Source: an optimization exercise on an open RTL-to-GDS flow (aim: small area and a short achievable clock period). Production flows keep margins and buffers that such runs may drop.
Function was checked by simulation only, so behaviour that the tests miss may differ from the original.
No activity file was given, so power comes from the tool's default toggle rates.

`design/flow/run.sh`:
```
#!/bin/bash
# synth_recipe.tcl (not shown) runs the flow's synth.tcl, then flattens the netlist and writes it again
# the make line also repeats each setting of config.mk as NAME=value (left out here)
make -C /OpenROAD-flow-scripts/flow DESIGN_CONFIG=/design/flow/config.mk WORK_HOME=/design/flow/orfs CLKGATE_MAP_FILE= SYNTH_SCRIPT=/design/flow/synth_recipe.tcl finish
```
`design/flow/config.mk`:
```
export PLATFORM = sky130hd
export DESIGN_NAME = prefetcher
export DESIGN_NICKNAME = prefetcher
export VERILOG_FILES = /design/flow/design.v
export SDC_FILE = /design/flow/constraint.sdc
export NUM_CORES = 4
export LEC_CHECK = 0
export CAP_MARGIN = 20
export CORE_MARGIN = 2
export CORE_UTILIZATION = 40
export SETUP_SLACK_MARGIN = 0.3
export SLEW_MARGIN = 20
```
`design/flow/constraint.sdc`:
```
create_clock -name core_clock -period 5.8 [get_ports {clk}]
set_input_delay 1.1600 -clock core_clock [delete_from_list [all_inputs] [get_ports {clk}]]
set_output_delay 1.1600 -clock core_clock [all_outputs]
set_load 0.01 [all_outputs]
```
`design/flow/design.v`:
```
`default_nettype none
package prefetch_pkg;
	localparam int ADDR_WIDTH = 32;
	localparam int LINE_WIDTH = 256;
	localparam int GRACE_WIDTH = 8;
	localparam int HIT_COUNT_WIDTH = 16;
	localparam int NUM_SLOTS = 4;
	typedef logic [ADDR_WIDTH-1:0] addr_t;
	typedef logic [LINE_WIDTH-1:0] line_t;
	typedef logic [$clog2(NUM_SLOTS)-1:0] slot_idx_t;
	typedef logic [GRACE_WIDTH-1:0] grace_t;
	typedef logic [HIT_COUNT_WIDTH-1:0] hit_count_t;
	localparam grace_t GRACE_DEFAULT = 8'd20;
	typedef struct packed {
		addr_t address;
		logic read;
		logic write;
		line_t wdata;
	} l2_req_t;
	typedef struct packed {
		line_t rdata;
		logic resp;
	} l2_rsp_t;
	typedef struct packed {
		addr_t address;
		logic read;
		logic write;
		line_t wdata;
	} mem_req_t;
	typedef struct packed {
		line_t rdata;
		logic resp;
	} mem_rsp_t;
	typedef struct packed {
		logic enable;
		grace_t grace_limit;
	} cfg_t;
	typedef enum logic [2:0] {
		idle,
		prefetch,
		check_hit,
		pass_through,
		hit_reply
	} engine_state_t;
endpackage
`default_nettype wire
`timescale 1ns/1ps
`default_nettype none
import prefetch_pkg::*;
module prefetch_buffer
(
	input wire clk,
	input wire prefetch_counter_reset,
	input wire prefetch_pkg::addr_t orb,
	input wire prefetch_pkg::addr_t lookup_address,
	input wire load_hint,
	input wire fill,
	input wire prefetch_pkg::line_t fill_data,
	input wire invalidate,
	input wire prefetch_pkg::slot_idx_t invalidate_index,
	output logic hit,
	output prefetch_pkg::slot_idx_t hit_index,
	output logic hit_ready,
	output prefetch_pkg::line_t hit_data,
	output logic hint_present,
	output prefetch_pkg::addr_t fill_address,
	output logic fill_pending
);
	prefetch_pkg::addr_t slot_address [0:NUM_SLOTS-1];
	prefetch_pkg::line_t slot_data [0:NUM_SLOTS-1];
	logic [NUM_SLOTS-1:0] slot_valid;
	logic [NUM_SLOTS-1:0] slot_ready;
	prefetch_pkg::slot_idx_t write_ptr;
	prefetch_pkg::slot_idx_t load_ptr;
	assign load_ptr = write_ptr + prefetch_pkg::slot_idx_t'(1);
	always_comb
	begin
		hit = 1'b0;
		hit_index = '0;
		for (int i = NUM_SLOTS - 1; i >= 0; i--)
		begin
			if (slot_valid[i] && slot_address[i] == lookup_address)
			begin
				hit = 1'b1;
				hit_index = prefetch_pkg::slot_idx_t'(i);
			end
		end
	end
	always_comb
	begin
		hint_present = 1'b0;
		for (int i = 0; i < NUM_SLOTS; i++)
		begin
			if (slot_valid[i] && slot_address[i] == orb)
				hint_present = 1'b1;
		end
	end
	assign hit_ready = slot_ready[hit_index];
	assign hit_data = slot_data[hit_index];
	assign fill_address = slot_address[write_ptr];
	assign fill_pending = slot_valid[write_ptr] & ~slot_ready[write_ptr];
	always_ff @(posedge clk)
	begin
		if (prefetch_counter_reset)
		begin
			slot_valid <= '0;
			slot_ready <= '0;
			write_ptr <= '0;
		end
		else
		begin
			if (load_hint)
			begin
				slot_valid[load_ptr] <= 1'b1;
				slot_ready[load_ptr] <= 1'b0;
				write_ptr <= load_ptr;
			end
			if (fill)
				slot_ready[write_ptr] <= 1'b1;
			if (invalidate)
				slot_ready[invalidate_index] <= 1'b0;
		end
	end
	always_ff @(posedge clk)
	begin
		if (load_hint)
			slot_address[load_ptr] <= orb;
		if (fill)
			slot_data[write_ptr] <= fill_data;
	end
endmodule
`default_nettype wire
`timescale 1ns/1ps
`default_nettype none
import prefetch_pkg::*;
module prefetch_engine
(
	input wire clk,
	input wire prefetch_counter_reset,
	input wire prefetch_pkg::cfg_t cfg,
	input wire prefetch_pkg::l2_req_t l2_req,
	input wire prefetch_pkg::mem_rsp_t mem_rsp,
	input wire hit,
	input wire prefetch_pkg::slot_idx_t hit_index,
	input wire hit_ready,
	input wire prefetch_pkg::line_t hit_data,
	input wire hint_present,
	input wire prefetch_pkg::addr_t fill_address,
	input wire fill_pending,
	output prefetch_pkg::l2_rsp_t l2_rsp,
	output prefetch_pkg::mem_req_t mem_req,
	output logic load_hint,
	output logic fill,
	output logic invalidate,
	output prefetch_pkg::slot_idx_t invalidate_index,
	output logic hit_event
);
	prefetch_pkg::engine_state_t state;
	prefetch_pkg::engine_state_t next_state;
	prefetch_pkg::grace_t grace_count;
	logic l2_active;
	logic within_grace;
	assign l2_active = l2_req.read | l2_req.write;
	assign within_grace = grace_count <= cfg.grace_limit;
	always_ff @(posedge clk)
	begin
		if (prefetch_counter_reset)
			state <= idle;
		else
			state <= next_state;
	end
	always_ff @(posedge clk)
	begin
		if (prefetch_counter_reset || state != prefetch)
			grace_count <= '0;
		else if (grace_count != '1)
			grace_count <= grace_count + prefetch_pkg::grace_t'(1);
	end
	assign load_hint = (state == idle) && !l2_active && cfg.enable && !hint_present;
	always_comb
	begin
		next_state = state;
		case (state)
			idle:
			begin
				if (l2_active)
					next_state = check_hit;
				else if (load_hint || fill_pending)
					next_state = prefetch;
			end
			prefetch:
			begin
				if (l2_active && within_grace)
					next_state = check_hit;
				else if (mem_rsp.resp)
					next_state = idle;
			end
			check_hit:
			begin
				if (hit && hit_ready && l2_req.read)
					next_state = hit_reply;
				else
					next_state = pass_through;
			end
			pass_through:
			begin
				if (mem_rsp.resp)
					next_state = idle;
			end
			hit_reply:
				next_state = idle;
			default:
				next_state = idle;
		endcase
	end
	always_comb
	begin
		mem_req.address = l2_req.address;
		mem_req.read = 1'b0;
		mem_req.write = 1'b0;
		mem_req.wdata = l2_req.wdata;
		l2_rsp.rdata = mem_rsp.rdata;
		l2_rsp.resp = 1'b0;
		fill = 1'b0;
		invalidate = 1'b0;
		invalidate_index = hit_index;
		hit_event = 1'b0;
		case (state)
			prefetch:
			begin
				mem_req.address = fill_address;
				mem_req.read = 1'b1;
				fill = mem_rsp.resp;
			end
			check_hit:
				invalidate = hit && hit_ready && l2_req.write;
			pass_through:
			begin
				mem_req.read = l2_req.read;
				mem_req.write = l2_req.write;
				l2_rsp.resp = mem_rsp.resp;
			end
			hit_reply:
			begin
				l2_rsp.rdata = hit_data;
				l2_rsp.resp = 1'b1;
				hit_event = 1'b1;
			end
			default:
			begin
			end
		endcase
	end
endmodule
`default_nettype wire
`timescale 1ns/1ps
`default_nettype none
import prefetch_pkg::*;
module prefetch_cfg_regs
(
	input wire clk,
	input wire prefetch_counter_reset,
	input wire cfg_write,
	input wire prefetch_pkg::cfg_t cfg_wdata,
	input wire hit_event,
	output prefetch_pkg::cfg_t cfg,
	output prefetch_pkg::hit_count_t hit_count
);
	always_ff @(posedge clk)
	begin
		if (prefetch_counter_reset)
		begin
			cfg.enable <= 1'b0;
			cfg.grace_limit <= GRACE_DEFAULT;
		end
		else if (cfg_write)
		begin
			cfg <= cfg_wdata;
		end
	end
	always_ff @(posedge clk)
	begin
		if (prefetch_counter_reset)
			hit_count <= '0;
		else if (hit_event && hit_count != '1)
			hit_count <= hit_count + prefetch_pkg::hit_count_t'(1);
	end
endmodule
`default_nettype wire
`timescale 1ns/1ps
`default_nettype none
import prefetch_pkg::*;
module prefetcher_top
(
	input wire clk,
	input wire prefetch_counter_reset,
	input wire prefetch_pkg::addr_t orb,
	input wire prefetch_pkg::l2_req_t l2_req,
	output prefetch_pkg::l2_rsp_t l2_rsp,
	output prefetch_pkg::mem_req_t mem_req,
	input wire prefetch_pkg::mem_rsp_t mem_rsp,
	input wire cfg_write,
	input wire prefetch_pkg::cfg_t cfg_wdata,
	output prefetch_pkg::cfg_t cfg,
	output prefetch_pkg::hit_count_t hit_count
);
	logic hit;
	prefetch_pkg::slot_idx_t hit_index;
	logic hit_ready;
	prefetch_pkg::line_t hit_data;
	logic hint_present;
	prefetch_pkg::addr_t fill_address;
	logic fill_pending;
	logic load_hint;
	logic fill;
	logic invalidate;
	prefetch_pkg::slot_idx_t invalidate_index;
	logic hit_event;
	prefetch_buffer buffer_i
	(
		.clk,
		.prefetch_counter_reset,
		.orb,
		.lookup_address(l2_req.address),
		.load_hint,
		.fill,
		.fill_data(mem_rsp.rdata),
		.invalidate,
		.invalidate_index,
		.hit,
		.hit_index,
		.hit_ready,
		.hit_data,
		.hint_present,
		.fill_address,
		.fill_pending
	);
	prefetch_engine engine_i
	(
		.clk,
		.prefetch_counter_reset,
		.cfg,
		.l2_req,
		.mem_rsp,
		.hit,
		.hit_index,
		.hit_ready,
		.hit_data,
		.hint_present,
		.fill_address,
		.fill_pending,
		.l2_rsp,
		.mem_req,
		.load_hint,
		.fill,
		.invalidate,
		.invalidate_index,
		.hit_event
	);
	prefetch_cfg_regs cfg_regs_i
	(
		.clk,
		.prefetch_counter_reset,
		.cfg_write,
		.cfg_wdata,
		.hit_event,
		.cfg,
		.hit_count
	);
endmodule
`default_nettype wire
`timescale 1ns/1ps
`default_nettype none
import prefetch_pkg::*;
module prefetcher
(
	input wire clk,
	input wire prefetch_counter_reset,
	input wire [31:0] orb,
	input wire [31:0] l2_req_address,
	input wire l2_req_read,
	input wire l2_req_write,
	input wire [255:0] l2_req_wdata,
	output wire [255:0] l2_rsp_rdata,
	output wire l2_rsp_resp,
	output wire [31:0] mem_req_address,
	output wire mem_req_read,
	output wire mem_req_write,
	output wire [255:0] mem_req_wdata,
	input wire [255:0] mem_rsp_rdata,
	input wire mem_rsp_resp,
	input wire cfg_write,
	input wire cfg_wdata_enable,
	input wire [7:0] cfg_wdata_grace_limit,
	output wire cfg_enable,
	output wire [7:0] cfg_grace_limit,
	output wire [15:0] hit_count
);
	prefetch_pkg::l2_req_t l2_req;
	prefetch_pkg::l2_rsp_t l2_rsp;
	prefetch_pkg::mem_req_t mem_req;
	prefetch_pkg::mem_rsp_t mem_rsp;
	prefetch_pkg::cfg_t cfg_wdata;
	prefetch_pkg::cfg_t cfg;
	prefetch_pkg::hit_count_t hit_count_i;
	assign l2_req.address = l2_req_address;
	assign l2_req.read = l2_req_read;
	assign l2_req.write = l2_req_write;
	assign l2_req.wdata = l2_req_wdata;
	assign l2_rsp_rdata = l2_rsp.rdata;
	assign l2_rsp_resp = l2_rsp.resp;
	assign mem_req_address = mem_req.address;
	assign mem_req_read = mem_req.read;
	assign mem_req_write = mem_req.write;
	assign mem_req_wdata = mem_req.wdata;
	assign mem_rsp.rdata = mem_rsp_rdata;
	assign mem_rsp.resp = mem_rsp_resp;
	assign cfg_wdata.enable = cfg_wdata_enable;
	assign cfg_wdata.grace_limit = cfg_wdata_grace_limit;
	assign cfg_enable = cfg.enable;
	assign cfg_grace_limit = cfg.grace_limit;
	assign hit_count = hit_count_i;
	prefetcher_top top_i
	(
		.clk,
		.prefetch_counter_reset,
		.orb,
		.l2_req,
		.l2_rsp,
		.mem_req,
		.mem_rsp,
		.cfg_write,
		.cfg_wdata,
		.cfg,
		.hit_count(hit_count_i)
	);
endmodule
`default_nettype wire
```
==> results.yml <==
drt:
  drt-initial-drc-count: 3760
  firstDrtPassIters: 5
  vias_per_cell: 5.687
  drc_errors: 0
  vias: 35172
  ant_nets: 0
  drt-wirelength-per-cell_um: 35.98
  routed_wl_um: 222600
setup_path:
  critPathKind: "in -> out"
  crit_path_start_kind: "input pin"
  worst_path_max_delay_cell: "or4_4"
  required_ns: 4.64
  cpMostUsedCell: "buf_4"
  cp_cell_sequence: "dlygate4sd2_1, buf_4, xnor2_1, nand4_1, or4_4, clkinv_8, nor4b_4, buf_4, buf_8, buf_12, buf_6, a221oi_4, a31oi_4, buf_4, dlygate4sd2_1"
  endpoint_kind: "output pin"
  worstPathMaxFanout: 6
  cp.arrival_ns: 4.34
  cpPeakStageDelay_ns: 0.60
global_routing:
  top_usage_layer: "met2"
  grt_pass1_vias: 34335
  grtUsageMet3_pct: 24.57
  grt_overflow: 0
  met2_usage_pct: 45.22
  grt_max_degree: 103
  grt_pass1_wl_um: 298000
  antenna_found_initial: 101
  met1_usage_pct: 37.08
  track_usage_pct: 32.35
logic_synthesis:
  synthSimpleGateAreaFrac_pct: 8.084
  synth_top_family_by_area: "compound AO/OA/AOI/OAI gates"
  ys_seq_area_share_pct: 67.60
  syn_nets: 4259
  ys_seq_elements: 1200
  synthCells: 3650
  synth-compound-area-share_pct: 10.75
  netlist-cell-type-count: 63
  synth.cell_area_um2: 52590
  synth.area.mux_share_pct: 2.246
  synth_edf_count: 1152
  ys.flop_type: "edfxtp_1"
  synth_xor_area_share_pct: 4.463
  synth_adder_area_share_pct: 0.4282
  yosys_warnings: 3
  postSynthAreaPerCell_um2: 14.41
  async_flop_share_pct: 0
cells_and_area:
  nFillCells: 11091
  final_common_cell: "edfxtp_1"
  nets: 4897
  drive_above_1_share_pct: 23.27
  syn_to_final_growth_pct: 28.32
  final_cell_mix: "edfxtp_1, nand2_1, clkdlybuf4s50_1"
  fin_util_pct: 51.53
timing:
  slew_violations: 0
  rsz0062_at_grt: "yes"
  finalSetupViolations: 0
  fin_crit_sh_pct: 94.90
  slew_headroom_pct: 37.51
  fin_crit_ns: 5.504
  fin_skew_ns: 0.05143
  hold_ws_ns: 0.5184
  hold_viol: 0
  max_slew.worst_pin.slew_ns: 0.9345
  clock.fmax_mhz: 181.7
placed_design:
  place_hpwl_um: 162600
  port_buffers: 650
  place_congestion: 1.028
cts:
  clk_latency_ns: 0.80
  clkSinkCount: 1200
  cts_buffers: 134
  cts_tree: "done"
  htreeDepth: 4
  cts.clk_slew.worst_paths_ns: 0.05
  clock-root-buffer: "clkbuf_16"
  clock_path_buffers: 3
  hold_buffers: 0
floorplan:
  coreArea_um2: 131000
  die_h_um: 366.6
  io_pins: 1163
  initial_core_util_pct: 40.16
  placementRows: 133
  fp.dieArea_um2: 134400
  fp.dieW_um: 366.6
status:
  outcome: "no timing/DRC/antenna violations"
run:
  drv_cap: 0
power:
  leakagePower_nw: 23.75
  power_density_nw_per_um2: 283.4
  peakVddDrop_uv: 303.1
hold_path:
  hold_path_class: "reg -> reg"
## state kept, by name (all words and copies together) (netlist names), named ones only
signal                       flops
top_i.cfg_regs_i.cfg             9
top_i.cfg_regs_i.hit_count      16
top_i.buffer_i.slot_ready        4
top_i.engine_i.grace_count       8
top_i.buffer_i.write_ptr         2
top_i.buffer_i.slot_data      1024
top_i.engine_i.state             3
top_i.buffer_i.slot_address    128
top_i.buffer_i.slot_valid        4
## synthesized netlist by cell type (3+ instances only)
library cell / instances / area share, %
xor2_1: 134 / 2.2
or3_1: 6 / 0.071
nor2_1: 305 / 2.2
nor3_1: 12 / 0.11
edfxtp_1: 1152 / 66
buf_4: 260 / 3.7
buf_8: 11 / 0.31
o21ai_0: 10 / 0.095
a21oi_1: 17 / 0.16
buf_12: 10 / 0.38
inv_1: 23 / 0.16
nor4_1: 50 / 0.59
clkbuf_1: 107 / 0.76
nor4_2: 3 / 0.071
xnor2_1: 134 / 2.2
and3_1: 9 / 0.11
mux2i_1: 10 / 0.19
buf_2: 84 / 0.80
ha_1: 18 / 0.43
nand4_1: 43 / 0.51
mux4_2: 32 / 1.4
nand2_1: 537 / 3.8
a31oi_1: 260 / 3.1
nand3_1: 19 / 0.18
a221oi_2: 230 / 6.6
a221oi_1: 26 / 0.43
a211o_1: 3 / 0.050
and2_1: 5 / 0.059
buf_6: 11 / 0.24
dfxtp_1: 48 / 1.8
nor2b_1: 5 / 0.059
buf_1: 4 / 0.029
nor4b_1: 3 / 0.050
mux2_2: 32 / 0.69
## path summary, 6_finish.rpt
path              slack [ns]                                 to                               start  cells after the start
setup / recovery        0.30                  l2_rsp_rdata[130]                  l2_req_address[23]                     15
hold / removal          0.52     top_i.cfg_regs_i.hit_count[11]      top_i.cfg_regs_i.hit_count[11]                      2
setup reg to reg        2.46  top_i.buffer_i.slot_address[3][9]  top_i.buffer_i.slot_address[1][30]                      8
hold reg to reg         0.52     top_i.cfg_regs_i.hit_count[11]      top_i.cfg_regs_i.hit_count[11]                      2
## metal layers
layer,part of all wire (%),up-vias
li1,-,14904
met1,36,17617
met2,42,2077
met3,18,460
met4,3.8,114
met5,0.67,-
## cell families after synthesis
| family | count (synthesis) |
|---|---|
| xor gates and xnor gates | 268 |
| buffers and inverters | 511 |
| AOI/OAI and AO/OA | 567 |
| adders and majority gates | 18 |
| muxes | 74 |
| DFF | 1200 |
| and+or+nand+nor | 1012 |
## where the power goes
| part | total (W) | internal (W) | switching [W] | leakage [nW] |
|---|---|---|---|---|
| clock network | 0.00836 | 0.00466 | 0.00370 | 2.06 |
| registers | 0.00959 | 0.00956 | 0.0000284 | 10.8 |
| logic | 0.00118 | 0.000532 | 0.000645 | 10.9 |
| total | 0.0191 | 0.0148 | 0.00438 | 23.7 |
## repair_timing
| item | in CTS | in global routing |
|---|---|---|
| cloned | 18 | 1 |
| pin swaps | 73 | 47 |
| setup buffers | 47 | 6 |
| gates resized for setup | 532 | 129 |
| setup endpoints to repair | 255 | 237 |
## metrics by stage
step / total power (W) / TNS [ns] / cells / setup WS, ns / area (µm²)
global placement: 0.01095 / -60.62 / 5835 / -0.5434 / 61000
global route: 0.01962 / 0 / 6161 / 0.2712 / 67420
CTS: 0.01921 / 0 / 6136 / 0.1325 / 67060
finish: 0.01913 / 0 / 6185 / 0.2960 / 67480
floorplan: 0.01032 / 0 / 3650 / 0.7783 / 52600
detailed placement: 0.01096 / -58.46 / 5835 / -0.5518 / 61000
## area by class of cell
class | instances | area (µm²) | share of cell area, %
antenna | 42 | 105.1 | 0.1557
clock buffer | 167 | 3487 | 5.167
clock inverter | 69 | 808.3 | 1.198
inverter | 24 | 102.6 | 0.1520
multi-input combinational | 1940 | 14880 | 22.05
sequential | 1200 | 35560 | 52.69
tap | 1755 | 2196 | 3.254
timing repair buffer | 988 | 10340 | 15.33
## worst max-delay path: cells and delay by family
kind | cells | cell delay, ns
compound gates | 2 | 0.49
xor+xnor | 1 | 0.33
simple gates | 3 | 0.81
buf+inv | 9 | 1.56

re-timing with driven ports:
Ports are ideal in the flow. The routed layout listed here was re-timed in OpenROAD. Step 1 sets driving cells, clkbuf_16 on the clock port and buf_2 on the other inputs (assumed; they add their load-dependent delay and slew). Step 2 moves the port delays by t, midway between the first and last clock arrival at a register: inputs arrive t later, outputs are due t later. That takes back most of the time a late clock gives input paths. Slacks: no drivers / after step 1 / after step 2; pairs: no drivers / after step 1.
shift t [ns]: 0.857
setup WS [ns]: 0.296 / 0.278 / 0.278
clock arrival spread, ns: 0.052 / 0.052
worst register clock-pin slew, ns: 0.06 / 0.06
cell pins on the clock port's net: 1
After both steps setup and hold are still met in this run. The setup slack of this run moves by -0.018 ns with the drivers and by -0.018 ns with both steps.
